From an optimization exercise on the open Yosys and OpenROAD flow, aimed at small area, a short achievable clock period and few clock cycles per item; shortcuts taken in it are not production practice. Function was checked by simulation only, so behaviour that the tests miss may differ from the original.

==> trial 38 <==
==> flow/design.v (excerpt) <==
module aes256_ctr_mode (
  input  logic         clk,
  input  logic         rst,
  input  logic [31:0]  config_register,
  output logic [31:0]  status_register,
  input  logic [255:0] input_key,
  input  logic [127:0] input_iv,
  output logic         s_axis_tready,
  input  logic         s_axis_tvalid,
  input  logic         s_axis_tlast,
  input  logic [127:0] s_axis_tdata,
  input  logic         m_axis_tready,
  output logic         m_axis_tvalid,
  output logic         m_axis_tlast,
  output logic [127:0] m_axis_tdata
);
  function automatic logic [11:0] sbox_a(input logic [7:0] x);
    logic U0, U1, U2, U3, U4, U5, U6, U7;
    logic T1, T2, T3, T4, T5, T6, T7, T8, T9, T10, T11, T12, T13, T14, T15, T16, T17, T18;
    logic T19, T20, T21, T22, T23, T24, T25, T26, T27;
    logic M1, M2, M3, M4, M5, M6, M7, M8, M9, M10, M11, M12, M13, M14, M15, M16, M17, M18;
    logic M19, M20, M21, M22, M23;
  ...
==> flow/config.mk <==
export PLATFORM = sky130hd
export DESIGN_NAME = aes256_ctr_mode
export DESIGN_NICKNAME = aes256_ctr_mode
export VERILOG_FILES = /design/flow/design.v
export SDC_FILE = /design/flow/constraint.sdc
export NUM_CORES = 4
export LEC_CHECK = 0
export CAP_MARGIN = 20
export CELL_PAD_IN_SITES_DETAIL_PLACEMENT = 1
export CELL_PAD_IN_SITES_GLOBAL_PLACEMENT = 1
export CORE_MARGIN = 2
export CORE_UTILIZATION = 45
export CTS_CLUSTER_DIAMETER = 60
export CTS_CLUSTER_SIZE = 20
export PLACE_DENSITY = 0.62
export SLEW_MARGIN = 20
==> flow/constraint.sdc <==
create_clock -name core_clock -period 11.0 [get_ports {clk}]
set_input_delay 2.2000 -clock core_clock [delete_from_list [all_inputs] [get_ports {clk}]]
set_output_delay 2.2000 -clock core_clock [all_outputs]
set_load 0.01 [all_outputs]
standard.sh (not shown) runs the stock make flow with config.mk's settings and CLKGATE_MAP_FILE= SYNTH_SCRIPT=/design/flow/synth_recipe.tcl, a recipe that flattens the netlist after the stock synthesis.
==> flow/flow/run.sh <==
#!/bin/bash
# The standard layout (the standard flow's config.mk and SDC, ORFS's steps and scripts), with three changes:
#  - synthesis maps the logic with flow/abc.script, a shorter ABC script than ORFS's speed
#    script (one choice computation and one mapping pass, then ORFS's usual buffering and
#    sizing). Everything else in synthesis, including the flip-flop mapping, is unchanged.
#  - the port buffers that ORFS puts on every input and output are buf_2 cells instead of the
#    resizer's default choice (a slow delay buffer).
#  - ORFS's repair_timing steps aim for 7.0 ns of setup slack (SETUP_SLACK_MARGIN) instead of
#    0, so they size and buffer the paths longer than 4.0 ns. The SDC is the standard flow's, unchanged.
# The make output goes to standard_flow.log; ORFS's per-step logs are under orfs/logs/.
set -euo pipefail
here=$(pwd)
rm -rf "$here/scripts"
cp -r "$FLOW_HOME/scripts" "$here/scripts"
cp "$here/flow/abc.script" "$here/scripts/abc_speed.script"
bash standard.sh finish SCRIPTS_DIR="$here/scripts" \
  "BUFFER_PORTS_ARGS=-buffer_cell sky130_fd_sc_hd__buf_2" SETUP_SLACK_MARGIN=7.0 \
  > "$here/standard_flow.log" 2>&1
==> flow/flow/abc.script <==
&get -n
&st
&dch
&nf
&put
buffer -c
topo
stime -c
upsize -c
dnsize -c
==> trial 53: changes against trial 38 <==
--- a/flow/design.v
+++ b/flow/design.v
@@ -170,17 +170,16 @@
   logic [191:0] aa, ba;                    
   logic [127:0] ab, ac, bb, bc;            
   logic         vaa, vab, vac, vba, vbb, vbc;
   logic [127:0] ctr;        
   logic [2:0]   nfl;        
   logic [124:0] hi_ones;    
-  logic [124:0] hi_zeros;   
   logic [3:0]   lo_inc;     
-  logic [3:0]   lo_back;    
+  logic [3:0]   lo_nxt;     
   logic [127:0] ctr_inc;    
-  logic [127:0] ctr_back;   
+  logic [127:0] ctr_nxt;    
   logic [127:0] ks;
   logic         ready;
   logic         emerge;     
   logic         take;       
   logic         miss;       
   logic         issue;      
@@ -188,33 +187,29 @@
   assign ks       = bb ^ kb;
   assign emerge   = fin && vbb;
   assign take     = s_axis_tready && s_axis_tvalid;
   assign miss     = emerge && !take;
   assign issue    = fin && ready;
   assign issue_ok = issue && !miss;
-  assign hi_ones  = ones_prefix(ctr[127:3]);
-  assign hi_zeros = ones_prefix(~ctr[127:3]);
-  assign lo_inc   = {1'b0, ctr[2:0]} + 4'd1;
-  assign lo_back  = {1'b0, ctr[2:0]} - {1'b0, nfl};
-  assign ctr_inc  = {ctr[127:3] ^ ({hi_ones[123:0], 1'b1} & {125{lo_inc[3]}}), lo_inc[2:0]};
-  assign ctr_back = {ctr[127:3] ^ ({hi_zeros[123:0], 1'b1} & {125{lo_back[3]}}),
-                     lo_back[2:0]};
+  assign hi_ones = ones_prefix(ctr[127:3]);
+  assign lo_inc  = {1'b0, ctr[2:0]} + 4'd1;
+  assign lo_nxt  = {1'b0, ctr[2:0]} + {1'b0, nfl};
+  assign ctr_inc = {ctr[127:3] ^ ({hi_ones[123:0], 1'b1} & {125{lo_inc[3]}}), lo_inc[2:0]};
+  assign ctr_nxt = {ctr[127:3] ^ ({hi_ones[123:0], 1'b1} & {125{lo_nxt[3]}}), lo_nxt[2:0]};
   always_ff @(posedge clk) begin
     aa  <= sub_a(bc);
     ab  <= sub_b_shift(aa);
     ac  <= mix_columns(ab) ^ ka;
     ba  <= sub_a(ac);
     bb  <= sub_b_shift(ba);
-    bc  <= fin ? (ctr ^ key_q[255:128]) : (mix_columns(bb) ^ kb);
+    bc  <= fin ? (ctr_nxt ^ key_q[255:128]) : (mix_columns(bb) ^ kb);
   end
   always_ff @(posedge clk) begin
     if (load)
       ctr <= input_iv;
-    else if (miss)
-      ctr <= ctr_back;
-    else if (issue_ok)
+    else if (take)
       ctr <= ctr_inc;
   end
   always_ff @(posedge clk or posedge rst) begin
     if (rst) begin
       rnd   <= '0;
       sub   <= '0;
==> flow/flow/run.sh (replaced) <==
#!/bin/bash
# The standard layout (the standard flow's config.mk and SDC, ORFS's steps and scripts), with two changes:
#  - synthesis maps the logic with flow/abc.script, a shorter ABC script than ORFS's speed
#    script (one choice computation and one mapping pass, then ORFS's usual buffering and
#    sizing). Everything else in synthesis, including the flip-flop mapping, is unchanged.
#  - the port buffers that ORFS puts on every input and output are buf_4 cells instead of the
#    resizer's default choice (a slow delay buffer).
# The make output goes to standard_flow.log; ORFS's per-step logs are under orfs/logs/.
set -euo pipefail
here=$(pwd)
rm -rf "$here/scripts"
cp -r "$FLOW_HOME/scripts" "$here/scripts"
cp "$here/flow/abc.script" "$here/scripts/abc_speed.script"
bash standard.sh finish SCRIPTS_DIR="$here/scripts" \
  "BUFFER_PORTS_ARGS=-buffer_cell sky130_fd_sc_hd__buf_4" \
  > "$here/standard_flow.log" 2>&1
Settings changed: CORE_UTILIZATION 45 to 35, CTS_CLUSTER_DIAMETER 60 to unset, CTS_CLUSTER_SIZE 20 to unset, PLACE_DENSITY 0.62 to 0.6.
==> build 19: changes against trial 38 <==
==> flow/design.v (replaced) <==
module aes256_ctr_mode (
  input  logic         clk,
  input  logic         rst,
  input  logic [31:0]  config_register,
  output logic [31:0]  status_register,
  input  logic [255:0] input_key,
  input  logic [127:0] input_iv,
  output logic         s_axis_tready,
  input  logic         s_axis_tvalid,
  input  logic         s_axis_tlast,
  input  logic [127:0] s_axis_tdata,
  input  logic         m_axis_tready,
  output logic         m_axis_tvalid,
  output logic         m_axis_tlast,
  output logic [127:0] m_axis_tdata
);
  function automatic logic [11:0] sbox_p(input logic [7:0] x);
    logic U0, U1, U2, U3, U4, U5, U6, U7;
    logic T1, T2, T3, T4, T5, T6, T7, T8, T9, T10, T11, T12, T13, T14, T15, T16, T17, T18;
    logic T19, T20, T21, T22, T23, T24, T25, T26, T27;
    logic M1, M2, M3, M4, M5, M6, M7, M8, M9, M10, M11, M12, M13, M14, M15, M16, M17, M18;
    logic M19, M20, M21, M22, M23, M24, M25, M26, M27, M28, M29, M30, M31, M32, M33, M34;
    logic M35, M36, M37, M38, M39, M40;
    {U0, U1, U2, U3, U4, U5, U6, U7} = x;
    T1 = U0 ^ U3;   T2 = U0 ^ U5;   T3 = U0 ^ U6;   T4 = U3 ^ U5;
    T5 = U4 ^ U6;   T6 = T1 ^ T5;   T7 = U1 ^ U2;   T8 = U7 ^ T6;
    T9 = U7 ^ T7;   T10 = T6 ^ T7;  T11 = U1 ^ U5;  T12 = U2 ^ U5;
    T13 = T3 ^ T4;  T14 = T6 ^ T11; T15 = T5 ^ T11; T16 = T5 ^ T12;
    T17 = T9 ^ T16; T18 = U3 ^ U7;  T19 = T7 ^ T18; T20 = T1 ^ T19;
    T21 = U6 ^ U7;  T22 = T7 ^ T21; T23 = T2 ^ T22; T24 = T2 ^ T10;
    T25 = T20 ^ T17; T26 = T3 ^ T16; T27 = T1 ^ T12;
    M1 = T13 & T6;  M2 = T23 & T8;  M3 = T14 ^ M1;  M4 = T19 & U7;
    M5 = M4 ^ M1;   M6 = T3 & T16;  M7 = T22 & T9;  M8 = T26 ^ M6;
    M9 = T20 & T17; M10 = M9 ^ M6;  M11 = T1 & T15; M12 = T4 & T27;
    M13 = M12 ^ M11; M14 = T2 & T10; M15 = M14 ^ M11; M16 = M3 ^ M2;
    M17 = M5 ^ T24; M18 = M8 ^ M7;  M19 = M10 ^ M15; M20 = M16 ^ M13;
    M21 = M17 ^ M15; M22 = M18 ^ M13; M23 = M19 ^ T25;
    M24 = M22 ^ M23;
    M25 = M22 & M20; M26 = M21 ^ M25; M27 = M20 ^ M21; M28 = M23 ^ M25;
    M29 = M28 & M27; M30 = M26 & M24; M31 = M20 & M23; M32 = M27 & M31;
    M33 = M27 ^ M25; M34 = M21 & M22; M35 = M24 & M34; M36 = M24 ^ M25;
    M37 = M21 ^ M29; M38 = M32 ^ M33; M39 = M23 ^ M30; M40 = M35 ^ M36;
    sbox_p = {T1, T2, T3, T6, T8, T9, T15, T19, M37, M38, M39, M40};
  endfunction
  function automatic logic [7:0] sbox_q(input logic [11:0] h);
    logic U7;
    logic T1, T2, T3, T4, T6, T8, T9, T10, T13, T15, T16, T17, T19, T20, T22, T23, T27;
    logic M37, M38, M39, M40, M41, M42, M43, M44, M45, M46, M47, M48, M49, M50;
    logic M51, M52, M53, M54, M55, M56, M57, M58, M59, M60, M61, M62, M63;
    logic L0, L1, L2, L3, L4, L5, L6, L7, L8, L9, L10, L11, L12, L13, L14, L15, L16, L17;
    logic L18, L19, L20, L21, L22, L23, L24, L25, L26, L27, L28, L29;
    {T1, T2, T3, T6, T8, T9, T15, T19, M37, M38, M39, M40} = h;
    T4 = T1 ^ T2;   T10 = T8 ^ T9;  T13 = T3 ^ T4;  T20 = T1 ^ T19;
    T22 = T3 ^ T20; T23 = T2 ^ T22; T27 = T15 ^ T10; U7 = T6 ^ T8;
    T16 = T6 ^ T27; T17 = T9 ^ T16;
    M41 = M38 ^ M40; M42 = M37 ^ M39; M43 = M37 ^ M38; M44 = M39 ^ M40;
    M45 = M42 ^ M41; M46 = M44 & T6;  M47 = M40 & T8;  M48 = M39 & U7;
    M49 = M43 & T16; M50 = M38 & T9;  M51 = M37 & T17; M52 = M42 & T15;
    M53 = M45 & T27; M54 = M41 & T10; M55 = M44 & T13; M56 = M40 & T23;
    M57 = M39 & T19; M58 = M43 & T3;  M59 = M38 & T22; M60 = M37 & T20;
    M61 = M42 & T1;  M62 = M45 & T4;  M63 = M41 & T2;
    L0 = M61 ^ M62; L1 = M50 ^ M56; L2 = M46 ^ M48; L3 = M47 ^ M55;
    L4 = M54 ^ M58; L5 = M49 ^ M61; L6 = M62 ^ L5;  L7 = M46 ^ L3;
    L8 = M51 ^ M59; L9 = M52 ^ M53; L10 = M53 ^ L4; L11 = M60 ^ L2;
    L12 = M48 ^ M51; L13 = M50 ^ L0; L14 = M52 ^ M61; L15 = M55 ^ L1;
    L16 = M56 ^ L0; L17 = M57 ^ L1; L18 = M58 ^ L8; L19 = M63 ^ L4;
    L20 = L0 ^ L1;  L21 = L1 ^ L7;  L22 = L3 ^ L12; L23 = L18 ^ L2;
    L24 = L15 ^ L9; L25 = L6 ^ L10; L26 = L7 ^ L9;  L27 = L8 ^ L10;
    L28 = L11 ^ L14; L29 = L11 ^ L17;
    sbox_q = {L6 ^ L24, ~(L16 ^ L26), ~(L19 ^ L28), L6 ^ L21,
              L20 ^ L22, L25 ^ L29, ~(L13 ^ L27), ~(L6 ^ L23)};
  endfunction
  function automatic logic [191:0] sub_p(input logic [127:0] st);
    logic [191:0] res;
    for (int i = 0; i < 16; i++)
      res[191-12*i -: 12] = sbox_p(st[127-8*i -: 8]);
    sub_p = res;
  endfunction
  function automatic logic [127:0] sub_q_shift(input logic [191:0] h);
    logic [127:0] res;
    int           i;
    for (int c = 0; c < 4; c++)
      for (int r = 0; r < 4; r++) begin
        i = 4*((c+r)%4) + r;
        res[127-8*(4*c+r) -: 8] = sbox_q(h[191-12*i -: 12]);
      end
    sub_q_shift = res;
  endfunction
  function automatic logic [7:0] xtime(input logic [7:0] b);
    xtime = {b[6:0], 1'b0} ^ (b[7] ? 8'h1b : 8'h00);
  endfunction
  function automatic logic [31:0] mix_col(input logic [31:0] col);
    logic [7:0] a0, a1, a2, a3;
    {a0, a1, a2, a3} = col;
    mix_col = {xtime(a0) ^ xtime(a1) ^ a1 ^ a2 ^ a3,
               a0 ^ xtime(a1) ^ xtime(a2) ^ a2 ^ a3,
               a0 ^ a1 ^ xtime(a2) ^ xtime(a3) ^ a3,
               xtime(a0) ^ a0 ^ a1 ^ a2 ^ xtime(a3)};
  endfunction
  function automatic logic [127:0] mix_columns(input logic [127:0] st);
    mix_columns = {mix_col(st[127:96]), mix_col(st[95:64]), mix_col(st[63:32]),
                   mix_col(st[31:0])};
  endfunction
  function automatic logic [127:0] key_prefix(input logic [127:0] k);
    logic [31:0] w0, w1, w2, w3;
    w0 = k[127:96];
    w1 = k[95:64] ^ w0;
    w2 = k[63:32] ^ w1;
    w3 = k[31:0] ^ w2;
    key_prefix = {w0, w1, w2, w3};
  endfunction
  function automatic logic [124:0] ones_prefix(input logic [124:0] w);
    logic [124:0] p;
    logic [124:0] q;
    p = w;
    for (int k = 0; k < 7; k++) begin
      q = p;
      for (int i = 0; i < 125; i++)
        if (((i >> k) & 1) == 1)
          q[i] = p[i] & p[((i >> k) << k) - 1];
      p = q;
    end
    ones_prefix = p;
  endfunction
  logic         load;
  logic         unused_cfg;
  assign load       = config_register[0];
  assign unused_cfg = ^config_register[31:1];
  logic [4:0]   ph;
  logic         fin;        
  logic         fin_d;      
  assign fin_d = (ph >= 5'd26) || (ph <= 5'd1);
  logic [255:0] key_q;      
  logic [127:0] ka;         
  logic [127:0] kb;         
  logic [47:0]  gh_q;       
  logic [31:0]  gw_in;
  logic [31:0]  g;
  logic [7:0]   rcon;
  logic         gsel_q;     
  logic         ka_rs_q;    
  logic         kb_rs_q;    
  logic [127:0] kb_old;     
  assign gw_in = gsel_q ? kb[31:0] : {ka[23:0], ka[31:24]};
  assign rcon  = 8'h01 << ph[4:2];
  assign g     = {sbox_q(gh_q[47:36]), sbox_q(gh_q[35:24]), sbox_q(gh_q[23:12]),
                  sbox_q(gh_q[11:0])} ^ {(ph[1] ? rcon : 8'h00), 24'h0};
  assign kb_old = kb_rs_q ? key_prefix(key_q[255:128]) : key_prefix(kb);
  always_ff @(posedge clk) begin
    if (load)
      key_q <= input_key;
    gh_q <= {sbox_p(gw_in[31:24]), sbox_p(gw_in[23:16]), sbox_p(gw_in[15:8]),
             sbox_p(gw_in[7:0])};
    if (ph[1:0] == 2'd0)
      ka <= ka_rs_q ? key_q[127:0] : (key_prefix(ka) ^ {4{g}});
    if (ph[1:0] == 2'd2)
      kb <= kb_old ^ {4{g}};
    gsel_q  <= (ph[1:0] == 2'd2);
    ka_rs_q <= (ph == 5'd27);
    kb_rs_q <= (ph == 5'd1);
  end
  logic [191:0] pa, pb;     
  logic [127:0] qa, qb;     
  logic         vpa, vqa, vpb, vqb;
  logic [127:0] ctr;        
  logic [2:0]   nfl;        
  logic [124:0] hi_ones;    
  logic [124:0] hi_zeros;   
  logic [3:0]   lo_inc;     
  logic [3:0]   lo_back;    
  logic [127:0] ctr_inc;    
  logic [127:0] ctr_back;   
  logic [127:0] sb;         
  logic [127:0] ks;
  logic         ready;
  logic         emerge;     
  logic         take;       
  logic         miss;       
  logic         issue;      
  logic         issue_ok;   
  assign sb       = sub_q_shift(pb);
  assign ks       = sb ^ kb;
  assign emerge   = fin && vpb;
  assign take     = s_axis_tready && s_axis_tvalid;
  assign miss     = emerge && !take;
  assign issue    = fin && ready;
  assign issue_ok = issue && !miss;
  assign hi_ones  = ones_prefix(ctr[127:3]);
  assign hi_zeros = ones_prefix(~ctr[127:3]);
  assign lo_inc   = {1'b0, ctr[2:0]} + 4'd1;
  assign lo_back  = {1'b0, ctr[2:0]} - {1'b0, nfl};
  assign ctr_inc  = {ctr[127:3] ^ ({hi_ones[123:0], 1'b1} & {125{lo_inc[3]}}), lo_inc[2:0]};
  assign ctr_back = {ctr[127:3] ^ ({hi_zeros[123:0], 1'b1} & {125{lo_back[3]}}),
                     lo_back[2:0]};
  always_ff @(posedge clk) begin
    pa <= sub_p(qb);
    qa <= mix_columns(sub_q_shift(pa)) ^ ka;
    pb <= sub_p(qa);
    qb <= fin ? (ctr ^ key_q[255:128]) : (mix_columns(sb) ^ kb);
  end
  always_ff @(posedge clk) begin
    if (load)
      ctr <= input_iv;
    else if (miss)
      ctr <= ctr_back;
    else if (issue_ok)
      ctr <= ctr_inc;
  end
  always_ff @(posedge clk or posedge rst) begin
    if (rst) begin
      ph    <= '0;
      fin   <= 1'b0;
      ready <= 1'b0;
      nfl   <= '0;
      vpa   <= 1'b0;
      vqa   <= 1'b0;
      vpb   <= 1'b0;
      vqb   <= 1'b0;
    end else if (load) begin
      ph    <= 5'd27;
      fin   <= 1'b1;
      ready <= 1'b1;
      nfl   <= '0;
      vpa   <= 1'b0;
      vqa   <= 1'b0;
      vpb   <= 1'b0;
      vqb   <= 1'b0;
    end else begin
      ph  <= (ph == 5'd27) ? 5'd0 : ph + 5'd1;
      fin <= fin_d;
      vpa <= vqb && !miss;
      vqa <= vpa && !miss;
      vpb <= vqa && !miss;
      vqb <= fin ? issue_ok : (vpb && !miss);
      if (miss)
        nfl <= '0;
      else
        nfl <= nfl + 3'(issue_ok) - 3'(take);
    end
  end
  logic         o_free;
  logic         s_valid;
  logic         s_last;
  logic [127:0] s_data;
  logic         s_valid_next;
  logic         o_valid_next;
  assign o_free = !m_axis_tvalid || m_axis_tready;
  always_comb begin
    if (o_free) begin
      o_valid_next = s_valid || take;
      s_valid_next = 1'b0;
    end else begin
      o_valid_next = 1'b1;
      s_valid_next = s_valid || take;
    end
  end
  always_ff @(posedge clk) begin
    if (o_free) begin
      m_axis_tdata <= s_valid ? s_data : (s_axis_tdata ^ ks);
      m_axis_tlast <= s_valid ? s_last : s_axis_tlast;
    end
    if (!s_valid) begin
      s_data <= s_axis_tdata ^ ks;
      s_last <= s_axis_tlast;
    end
  end
  always_ff @(posedge clk or posedge rst) begin
    if (rst) begin
      m_axis_tvalid <= 1'b0;
      s_valid       <= 1'b0;
      s_axis_tready <= 1'b0;
    end else if (load) begin
      m_axis_tvalid <= 1'b0;
      s_valid       <= 1'b0;
      s_axis_tready <= 1'b0;
    end else begin
      m_axis_tvalid <= o_valid_next;
      s_valid       <= s_valid_next;
      s_axis_tready <= fin_d && vqa && !miss && !s_valid_next;
    end
  end
  assign status_register = {26'd0, 5'd0, ready};
endmodule
Settings changed: CORE_UTILIZATION 45 to 40, CTS_CLUSTER_DIAMETER 60 to 80, PLACE_DENSITY 0.62 to 0.6.
==> metrics.md <==
| Metric | Value |
|---|---|
| Status | no timing/DRC/antenna violations |
| Initial antenna violation count | 58 |
| Vias per cell | about 5.2 |
| Post-CTS sizing | 11 |
| Core ar. | 0.248 mm² |
| DR WL met3 | 23.0 mm |
| Async set-or-reset flop fraction in the synthesized netlist | 1.05% |
| Depth of the worst hold-timing path | 2 |
| Met1 wire length | 183 mm |
| Die area | about 0.25 mm² |
| Clk buf depth | 3 |
That was trial 38.
==> metrics.md <==
| Metric | Value |
|---|---|
| Met1 wire length | approximately 190 mm |
| Depth of the worst hold-timing path | 1 |
| Met3 Use GR | 3.77% |
| Multi-input gate share of total cell area | between 50 and 60% |
| DR WL met3 | 25.8 mm |
| Status | no timing/DRC/antenna violations |
| Async set-or-reset flop fraction in the synthesized netlist | 1.06% |
| Clk buf depth | 4 |
| Die area | 0.279 mm² |
| Non-filler instance count after layout | 15200 |
| Initial antenna violation count | between 50 and 60 |
| Post-CTS sizing | 129 |
| Core ar. | 0.274 mm² |
| Worst Setup SP | pb[169] |
That was build 19.
==> metrics.md <==
| Metric | Value |
|---|---|
| Initial antenna violation count | approximately 50 |
| Core ar. | 0.321 mm² |
| Depth of the worst hold-timing path | 1 |
| DR WL met3 | between 20 and 25 mm |
| Async set-or-reset flop fraction in the synthesized netlist | 1.05% |
| Met1 wire length | 203 mm |
| Status | no timing/DRC/antenna violations |
| Post-CTS sizing | 0 |
| Clk buf depth | 4 |
That was trial 53.
Testbench counts of trial 38, summed over its fixed seeds: cycles 19,511, items 2,583.
Testbench counts of trial 53, summed over its fixed seeds: cycles 19,511, items 2,583.
Testbench counts of build 19, summed over its fixed seeds: cycles 18,975, items 2,583.

## what the ideal ports hide
Ports are ideal in the flow. The routed layouts listed here were re-timed in OpenROAD. Step 1 assumes that a clkbuf_16 drives the clock port and a buf_2 every other input. Step 2 times the ports against the registers' clock, not the clock port: input delays grow and output delays shrink by t, the midpoint of the rising clock arrivals with the driver on. a / b / c = no drivers / after step 1 / after step 2; a / b = the first two.
run | t (ns) | setup slack, ns | worst setup path at the end | latest minus earliest clock arrival (ns)
trial 38 | 0.948 | 7.026 / 7.084 / 6.170 | input to register | 0.046 / 0.047
trial 53 | 1.015 | 6.492 / 6.492 / 5.742 | input to register | 0.072 / 0.072
build 19 | 0.978 | 6.907 / 6.907 / 6.118 | input to register | 0.079 / 0.080
After both steps setup and hold are still met in every run listed. The setup slack of trial 38, which loses most, moves by +0.058 ns with the drivers and by -0.856 ns with both steps.
